Context: an optimization exercise on an open-source flow, tuned for small area, a short achievable clock period and few clock cycles per item. The choices shown serve that exercise and are no tape-out recipe. RTL that was checked went through simulation tests only; none was proved equivalent to the original. Power is estimated from default activity; no workload was simulated.

==> inputs of harbor <==
==> flow/design.v <==
package lchd_pkg;
    localparam int KEY_W             = 32;
    localparam int COUNT_W           = 16;
    localparam int CAP_W             = 5;
    localparam int TOTAL_W           = 32;
    localparam int MAX_ENTRIES_DFLT  = 16;
    localparam logic [CAP_W-1:0]   CAP_RESET = CAP_W'(16);
    localparam logic [COUNT_W-1:0] COUNT_MAX = '1;
    localparam logic [TOTAL_W-1:0] TOTAL_MAX = '1;
    localparam int RES_BITS = 1 + TOTAL_W;
    localparam int RES_W    = ((RES_BITS + 7) / 8) * 8;
    typedef struct packed {
        logic [KEY_W-1:0]   key;
        logic [COUNT_W-1:0] count;
    } entry_t;
endpackage
module lfu_cache_hit_detector_core #(
    parameter int MAX_ENTRIES = lchd_pkg::MAX_ENTRIES_DFLT
) (
    input  logic                          clk,
    input  logic                          rst_n,
    input  logic                          cfg_we,
    input  logic [lchd_pkg::CAP_W-1:0]    cfg_wdata,
    input  logic                          s_axis_tvalid,
    output logic                          s_axis_tready,
    input  logic [lchd_pkg::KEY_W-1:0]    s_axis_tdata,
    output logic                          m_axis_tvalid,
    input  logic                          m_axis_tready,
    output logic [lchd_pkg::RES_W-1:0]    m_axis_tdata
);
    localparam int N     = MAX_ENTRIES;
    localparam int KW    = lchd_pkg::KEY_W;
    localparam int CW    = lchd_pkg::COUNT_W;
    localparam int TW    = lchd_pkg::TOTAL_W;
    localparam int CAPW  = lchd_pkg::CAP_W;
    localparam int IDX_W = (N > 1) ? $clog2(N) : 1;
    function automatic logic [IDX_W-1:0] lim_idx(input logic [CAPW-1:0] cap);
        if (cap == '0)
            lim_idx = '0;
        else if (cap > CAPW'(N))
            lim_idx = IDX_W'(N-1);
        else
            lim_idx = IDX_W'(cap - CAPW'(1));
    endfunction
    localparam logic [CW-1:0] CNT_ZERO = CW'(1);
    localparam logic [CW-1:0] CNT_LAST = CW'(2);
    function automatic logic [CW-1:0] lfsr_next(input logic [CW-1:0] c);
        lfsr_next = (c >> 1) ^ (c[0] ? 16'hB400 : 16'h0000);
    endfunction
    logic [KW-1:0]    kp_q  [0:N-1];    
    logic [IDX_W-1:0] ptr_q [0:N-1];    
    logic [CW-1:0]    cnt_q [0:N-1];
    logic [N-1:0]  v_q;
    logic [N-1:0]  eq_q;
    logic [N-1:0]  sat_q;               
    logic [CAPW-1:0] cap_q;
    logic          room_q;              
    logic          av_q;
    logic [KW-1:0] a_q;
    logic [N-1:0]  e_q;                 
    logic          ek_q;                
    logic          kv_q;
    logic [KW-1:0] k_q;
    logic [N-1:0]  meq_q;               
    logic          hit_q;               
    logic          miss_q;              
    logic          rdy_q;
    logic          hv_q, q1v_q, q2v_q;
    logic          h_hit_q, q1_hit_q, q2_hit_q;
    logic [TW-1:0] h_tot_q;
    logic upd, mv, s_hs, pop, full_n;
    assign upd   = kv_q;
    assign full_n = ~pop & (q2v_q | (q1v_q & kv_q));
    assign mv    = av_q & ~full_n;
    assign s_axis_tready = rdy_q;
    assign s_hs  = s_axis_tvalid & rdy_q;
    assign pop   = hv_q & m_axis_tready;
    assign m_axis_tvalid = hv_q;
    assign m_axis_tdata  = lchd_pkg::RES_W'({h_tot_q, h_hit_q});
    logic [N-1:0] mh, gl, gr, go, stop, on, last, fh, ins, mins, missch;
    logic         hit, miss, room;
    always_comb
    begin
        for (int i = 0; i < N; i++)
        begin
            mh[i]   = meq_q[i] & ~sat_q[i];
        end
        for (int i = 0; i < N; i++)
        begin
            gl[i]   = (2*i+1 < N) ? eq_q[(2*i+1) % N] : 1'b0;
            gr[i]   = (2*i+2 < N) ? (eq_q[(2*i+2) % N] & ~gl[i]) : 1'b0;
            stop[i] = ~gl[i] & ~gr[i];
        end
        for (int i = 0; i < N; i++)
        begin
            go[i] = (i == 0) ? 1'b0 : (((i % 2) == 1) ? gl[(i-1)/2] : gr[(i-1)/2]);
        end
        for (int i = 0; i < N; i++)
        begin
            on[i] = mh[i];
            for (int d = 1; d <= IDX_W; d++)
            begin
                if (((i+1) >> d) >= 1)
                begin
                    logic r;
                    r = 1'b1;
                    for (int e = 0; e < d; e++)
                    begin
                        r = r & go[((i+1) >> e) - 1];
                    end
                    on[i] = on[i] | (mh[((i+1) >> d) - 1] & r);
                end
            end
            last[i] = on[i] & stop[i];
        end
        for (int i = 0; i < N; i++)
        begin
            fh[i] = ~v_q[i] & ((i == 0) ? 1'b1 : v_q[(i+N-1) % N]);
        end
        for (int i = N-1; i >= 0; i--)
        begin
            ins[i] = fh[i];
            if (2*i+1 < N) ins[i] = ins[i] | ins[(2*i+1) % N];
            if (2*i+2 < N) ins[i] = ins[i] | ins[(2*i+2) % N];
        end
        room = room_q;
        for (int i = 0; i < N; i++)
        begin
            mins[i] = (i == 0) ? 1'b1 : (room & ins[i]);
        end
        hit    = hit_q;
        miss   = miss_q;
        missch = {N{miss}} & mins;
    end
    logic [CW-1:0]    inc [0:N-1];
    logic [N-1:0]     d1, z, wsel, wr;
    logic [IDX_W-1:0] ptr_n [0:N-1];
    logic [CW-1:0]    cnt_n [0:N-1];
    logic [IDX_W-1:0] hp, fidx, newp;
    logic [N-1:0]     v_n, eq_n, sat_n;
    logic [CAPW-1:0]  cap_n;
    logic             room_n;
    always_comb
    begin
        hp   = '0;
        fidx = '0;
        for (int i = 0; i < N; i++)
        begin
            inc[i] = lfsr_next(cnt_q[i]);
            z[i]   = (cnt_q[i] == CNT_ZERO) & ~sat_q[i];
            d1[i]  = (i == 0) ? 1'b0 : ((cnt_q[i] == inc[(i-1)/2])
                                       & (sat_q[i] == (cnt_q[(i-1)/2] == CNT_LAST)));
            hp     = hp | ({IDX_W{mh[i]}} & ptr_q[i]);
            fidx   = fidx | ({IDX_W{fh[i]}} & IDX_W'(i));
        end
        newp = room ? fidx : ptr_q[0];
        for (int i = 0; i < N; i++)
        begin
            ptr_n[i] = on[i] ? (gl[i] ? ptr_q[(2*i+1) % N] : (gr[i] ? ptr_q[(2*i+2) % N] : hp))
                     : (missch[i] ? ((i == 0) ? newp : ptr_q[(i-1)/2]) : ptr_q[i]);
            cnt_n[i] = last[i] ? inc[i] : (missch[i] ? ((i == 0) ? CNT_ZERO : cnt_q[(i-1)/2]) : cnt_q[i]);
            v_n[i]   = v_q[i] | (miss & room & fh[i]);
            sat_n[i] = last[i] ? (cnt_q[i] == CNT_LAST)
                     : (missch[i] ? ((i == 0) ? 1'b0 : sat_q[(i-1)/2]) : sat_q[i]);
            wsel[i]  = room ? fh[i] : (ptr_q[0] == IDX_W'(i));
            wr[i]    = miss & wsel[i];
        end
        cap_n  = cfg_we ? cfg_wdata : cap_q;
        room_n = cfg_we ? ~(v_q[lim_idx(cfg_wdata)] | (miss & room & fh[lim_idx(cfg_wdata)]))
                        : (room & ~(miss & fh[lim_idx(cap_q)]));
        eq_n[0] = 1'b0;
        for (int i = 1; i < N; i++)
        begin
            if (last[i])
                eq_n[i] = 1'b0;
            else if (last[(i-1)/2])
                eq_n[i] = d1[i] & v_q[i];
            else if (missch[i])
                eq_n[i] = (i <= 2) ? z[0] : eq_q[(i-1)/2];
            else if (miss & mins[(i-1)/2])
                eq_n[i] = (i <= 2) ? (z[i] & v_q[i]) : (eq_q[i] & eq_q[(i-1)/2]);
            else
                eq_n[i] = eq_q[i];
        end
    end
    logic [N-1:0] c0, e_n;
    logic         ck0, ca0, ek_n;
    always_comb
    begin
        for (int i = 0; i < N; i++)
        begin
            c0[i]  = (s_axis_tdata == kp_q[i]);
        end
        ck0 = (s_axis_tdata == k_q);
        ca0 = (s_axis_tdata == a_q);
        for (int i = 0; i < N; i++)
        begin
            e_n[i] = wr[i] ? ck0 : c0[i];
        end
        ek_n = mv ? ca0 : ck0;
    end
    logic [N-1:0] eqx, eqh, meq_n;
    logic         eqk, hit_n, hn_keep, hn_miss;
    always_comb
    begin
        eqx = e_q;
        eqk = ek_q;
        hn_keep = 1'b0;
        hn_miss = eqk;
        for (int i = 0; i < N; i++)
        begin
            eqh[i]  = eqx[ptr_q[i]];
            hn_keep = hn_keep | (eqx[i] & v_q[i]);
            hn_miss = hn_miss | (eqx[i] & v_q[i] & ~wsel[i]);
        end
        hit_n = miss ? hn_miss : hn_keep;
        for (int i = 0; i < N; i++)
        begin
            meq_n[i] = on[i] ? (gl[i] ? eqh[(2*i+1) % N] : (gr[i] ? eqh[(2*i+2) % N] : eqk))
                     : (missch[i] ? ((i == 0) ? eqk : eqh[(i-1)/2]) : eqh[i]);
        end
    end
    logic [TW-1:0] tot_inc;
    logic          add, load_head, h_hit_n, q1_hit_n, q2_hit_n;
    logic          av_n, kv_n, hv_n, q1v_n, q2v_n;
    always_comb
    begin
        if (pop)
        begin
            hv_n     = q1v_q | upd;
            q1v_n    = q2v_q | (q1v_q & upd);
            q2v_n    = q2v_q & upd;
            h_hit_n  = q1v_q ? q1_hit_q : hit_q;
            q1_hit_n = q2v_q ? q2_hit_q : hit_q;
            q2_hit_n = hit_q;
            load_head = q1v_q | upd;
        end
        else
        begin
            hv_n     = hv_q | upd;
            q1v_n    = q1v_q | (hv_q & upd);
            q2v_n    = q2v_q | (q1v_q & upd);
            h_hit_n  = hit_q;
            q1_hit_n = q1v_q ? q1_hit_q : hit_q;
            q2_hit_n = q2v_q ? q2_hit_q : hit_q;
            load_head = ~hv_q & upd;
        end
    end
    assign tot_inc   = h_tot_q + TW'(1);
    assign add       = h_hit_n & (h_tot_q != lchd_pkg::TOTAL_MAX);
    assign av_n      = s_hs | (av_q & ~mv);
    assign kv_n      = mv;
    always_ff @(posedge clk)
    begin
        for (int i = 0; i < N; i++)
        begin
            if (wr[i])
                kp_q[i] <= k_q;
            ptr_q[i] <= ptr_n[i];
            cnt_q[i] <= cnt_n[i];
        end
        sat_q <= sat_n;
        if (s_hs)
        begin
            a_q   <= s_axis_tdata;
            ek_q  <= ek_n;
        end
        e_q <= s_hs ? e_n : ((wr & {N{ek_q}}) | (e_q & ~wr));
        if (mv)
        begin
            k_q   <= a_q;
            hit_q <= hit_n;
        end
        if (load_head)
            h_hit_q <= h_hit_n;
        q1_hit_q <= q1_hit_n;
        q2_hit_q <= q2_hit_n;
    end
    always_ff @(posedge clk or negedge rst_n)
    begin
        if (!rst_n)
        begin
            v_q     <= '0;
            eq_q    <= '0;
            cap_q   <= lchd_pkg::CAP_RESET;
            room_q  <= 1'b1;
            h_tot_q <= '0;
            av_q    <= 1'b0;
            kv_q    <= 1'b0;
            hv_q    <= 1'b0;
            q1v_q   <= 1'b0;
            q2v_q   <= 1'b0;
            meq_q   <= '0;
            miss_q  <= 1'b0;
            rdy_q   <= 1'b1;
        end
        else
        begin
            v_q <= v_n;
            eq_q <= eq_n;
            cap_q  <= cap_n;
            room_q <= room_n;
            if (load_head & add)
                h_tot_q <= tot_inc;
            av_q  <= av_n;
            kv_q  <= kv_n;
            hv_q  <= hv_n;
            q1v_q <= q1v_n;
            q2v_q <= q2v_n;
            meq_q  <= mv ? (meq_n & v_n) : '0;
            miss_q <= mv & ~hit_n;
            rdy_q <= ~av_n | ~(q2v_n | (q1v_n & kv_n));
        end
    end
endmodule
==> flow/flow/run.sh <==
#!/bin/bash
# Standard ORFS flow, with plain buffers on the ports instead of the
# default pick (a delay buffer).
set -e
export BUFFER_PORTS_ARGS="-buffer_cell sky130_fd_sc_hd__buf_4"
bash standard.sh > standard.log 2>&1
==> flow/standard.sh <==
#!/bin/bash
# synth_recipe.tcl (not shown) runs the flow's synth.tcl, then flattens the netlist and writes it again
# the make line also repeats each setting of config.mk as NAME=value (left out here)
make -C /OpenROAD-flow-scripts/flow DESIGN_CONFIG=/design/flow/config.mk WORK_HOME=/design/flow/orfs CLKGATE_MAP_FILE= SYNTH_SCRIPT=/design/flow/synth_recipe.tcl "${@:-finish}"
==> flow/config.mk <==
export PLATFORM = sky130hd
export DESIGN_NAME = lfu_cache_hit_detector_core
export DESIGN_NICKNAME = lfu_cache_hit_detector_core
export VERILOG_FILES = /design/flow/design.v
export SDC_FILE = /design/flow/constraint.sdc
export NUM_CORES = 4
export LEC_CHECK = 0
export CAP_MARGIN = 20
export CORE_MARGIN = 2
export CORE_UTILIZATION = 55
export CTS_CLUSTER_DIAMETER = 100
export CTS_CLUSTER_SIZE = 24
export SETUP_SLACK_MARGIN = 2.8
export SLEW_MARGIN = 20
==> flow/constraint.sdc <==
create_clock -name core_clock -period 5.0 [get_ports {clk}]
set_input_delay 1.0000 -clock core_clock [delete_from_list [all_inputs] [get_ports {clk}]]
set_output_delay 1.0000 -clock core_clock [all_outputs]
set_load 0.01 [all_outputs]
==> inputs of indigo, as changes to harbor <==
--- a/flow/design.v
+++ b/flow/design.v
@@ -89,4 +89,4 @@
         begin
-            gl[i]   = (2*i+1 < N) ? eq_q[(2*i+1) % N] : 1'b0;
-            gr[i]   = (2*i+2 < N) ? (eq_q[(2*i+2) % N] & ~gl[i]) : 1'b0;
+            gl[i]   = (2*i+1 < N) ? (v_q[(2*i+1) % N] & eq_q[(2*i+1) % N]) : 1'b0;
+            gr[i]   = (2*i+2 < N) ? (v_q[(2*i+2) % N] & eq_q[(2*i+2) % N] & ~gl[i]) : 1'b0;
             stop[i] = ~gl[i] & ~gr[i];
@@ -168,4 +168,3 @@
         cap_n  = cfg_we ? cfg_wdata : cap_q;
-        room_n = cfg_we ? ~(v_q[lim_idx(cfg_wdata)] | (miss & room & fh[lim_idx(cfg_wdata)]))
-                        : (room & ~(miss & fh[lim_idx(cap_q)]));
+        room_n = ~v_n[lim_idx(cap_n)];
         eq_n[0] = 1'b0;
@@ -176,3 +175,3 @@
             else if (last[(i-1)/2])
-                eq_n[i] = d1[i] & v_q[i];
+                eq_n[i] = d1[i];
             else if (missch[i])
@@ -180,3 +179,3 @@
             else if (miss & mins[(i-1)/2])
-                eq_n[i] = (i <= 2) ? (z[i] & v_q[i]) : (eq_q[i] & eq_q[(i-1)/2]);
+                eq_n[i] = (i <= 2) ? z[i] : (eq_q[i] & eq_q[(i-1)/2]);
             else
@@ -261,2 +260,3 @@
         end
+        eq_q  <= eq_n;
         sat_q <= sat_n;
@@ -283,3 +283,2 @@
             v_q     <= '0;
-            eq_q    <= '0;
             cap_q   <= lchd_pkg::CAP_RESET;
@@ -299,3 +298,2 @@
             v_q <= v_n;
-            eq_q <= eq_n;
             cap_q  <= cap_n;
CORE_UTILIZATION = 40   (was 55)
CTS_CLUSTER_DIAMETER = unset   (was 100)
CTS_CLUSTER_SIZE = unset   (was 24)
==> inputs of ember, as changes to harbor <==
--- a/flow/design.v
+++ b/flow/design.v
@@ -168,4 +168,3 @@
         cap_n  = cfg_we ? cfg_wdata : cap_q;
-        room_n = cfg_we ? ~(v_q[lim_idx(cfg_wdata)] | (miss & room & fh[lim_idx(cfg_wdata)]))
-                        : (room & ~(miss & fh[lim_idx(cap_q)]));
+        room_n = cfg_we ? ~v_n[lim_idx(cfg_wdata)] : ~v_n[lim_idx(cap_q)];
         eq_n[0] = 1'b0;
ABC_AREA = 1   (was unset)
SETUP_SLACK_MARGIN = 2.4   (was 2.8)
==> inputs of maple, as changes to harbor <==
SETUP_SLACK_MARGIN = 2.6   (was 2.8)
==> qor summary <==
metric	harbor	maple	indigo	ember
Result of the run	finished clean	finished clean	finished clean	finished clean
Half-perimeter wire length after detailed placement	107000 um	106000 um	102000 um	123000 um
Adder-cell share of the synthesized area	0.110%	0.110%	0.0479%	0.0693%
Clock Pin Slew Worst Setup and Hold Paths	0.10 ns	0.10 ns	0.06 ns	0.11 ns
Total routed wirelength	176000 um	169000 um	183000 um	175000 um
Worst Hold Margin	0.371 ns	0.238 ns	0.240 ns	0.457 ns
Power attributed to sequential cells	9.25 mW	9.25 mW	11.7 mW	12.1 mW
Time the final worst path needs with I/O delays and setup	2.42 ns	2.47 ns	2.60 ns	2.64 ns
Number of antenna violations at the first check in global routing	6	2	8	5
Post-synth ARST share	8.98%	8.98%	7.51%	8.98%
Wire length of the first global-routing pass	250000 um	243000 um	254000 um	258000 um
Worst supply voltage drop on vdd	0.000410 V	0.000284 V	0.000314 V	0.000358 V
Internal power	11.5 mW	11.6 mW	18.7 mW	14.3 mW
Total number of nets in the final design	4699	4532	4696	5792
Mean routed wirelength per cell	29.6 um	29.1 um	28.2 um	24.8 um
Final core utilization	64.4%	61.4%	50.9%	59.0%
Startpoint of the most critical setup path	ptr_q[0][0]	cnt_q[1][9]	sat_q[11]	sat_q[15]
Antenna diodes	2	0	4	3
Number of global-route vias before repair	36000	34900	35900	39600
Testbench counts of harbor, summed over its fixed seeds: cycles 12,024, items 12,000.
Testbench counts of indigo, summed over its fixed seeds: cycles 12,024, items 12,000.
Testbench counts of maple, summed over its fixed seeds: cycles 12,024, items 12,000.
The RTL of ember was laid out without a check of its function.

[re-timing with driven ports]
The flow's constraints put no driver on any port. The routed layouts listed below were extracted and timed again, unchanged, in two steps. Step 1, drivers: a clkbuf_16 drives clk and a buf_2 each remaining input, both assumed. Step 2 moves the port delays by t, midway between the first and last clock arrival at a register: inputs arrive t later, outputs are due t later. That takes back most of the time a late clock gives input paths. Three values: no drivers, after step 1, after step 2; two values: the first two.
run | t, ns | setup WS [ns] | worst hold slack (ns) | worst slew at a driven data input, ns
harbor | 0.769 | 2.578 / 2.560 / 2.002 | 0.371 / 0.322 / 0.476 | 0.09
indigo | 0.792 | 2.401 / 2.401 / 1.698 | 0.240 / 0.228 / 0.466 | 0.12
ember | 0.766 | 2.364 / 2.364 / 1.816 | 0.457 / 0.407 / 0.476 | 0.04
maple | 0.768 | 2.535 / 2.535 / 1.926 | 0.238 / 0.188 / 0.475 | 0.08
After both steps setup and hold are still met in every run listed. The setup slack of indigo, which loses most, moves by 0.000 ns with the drivers and by -0.703 ns with both steps.
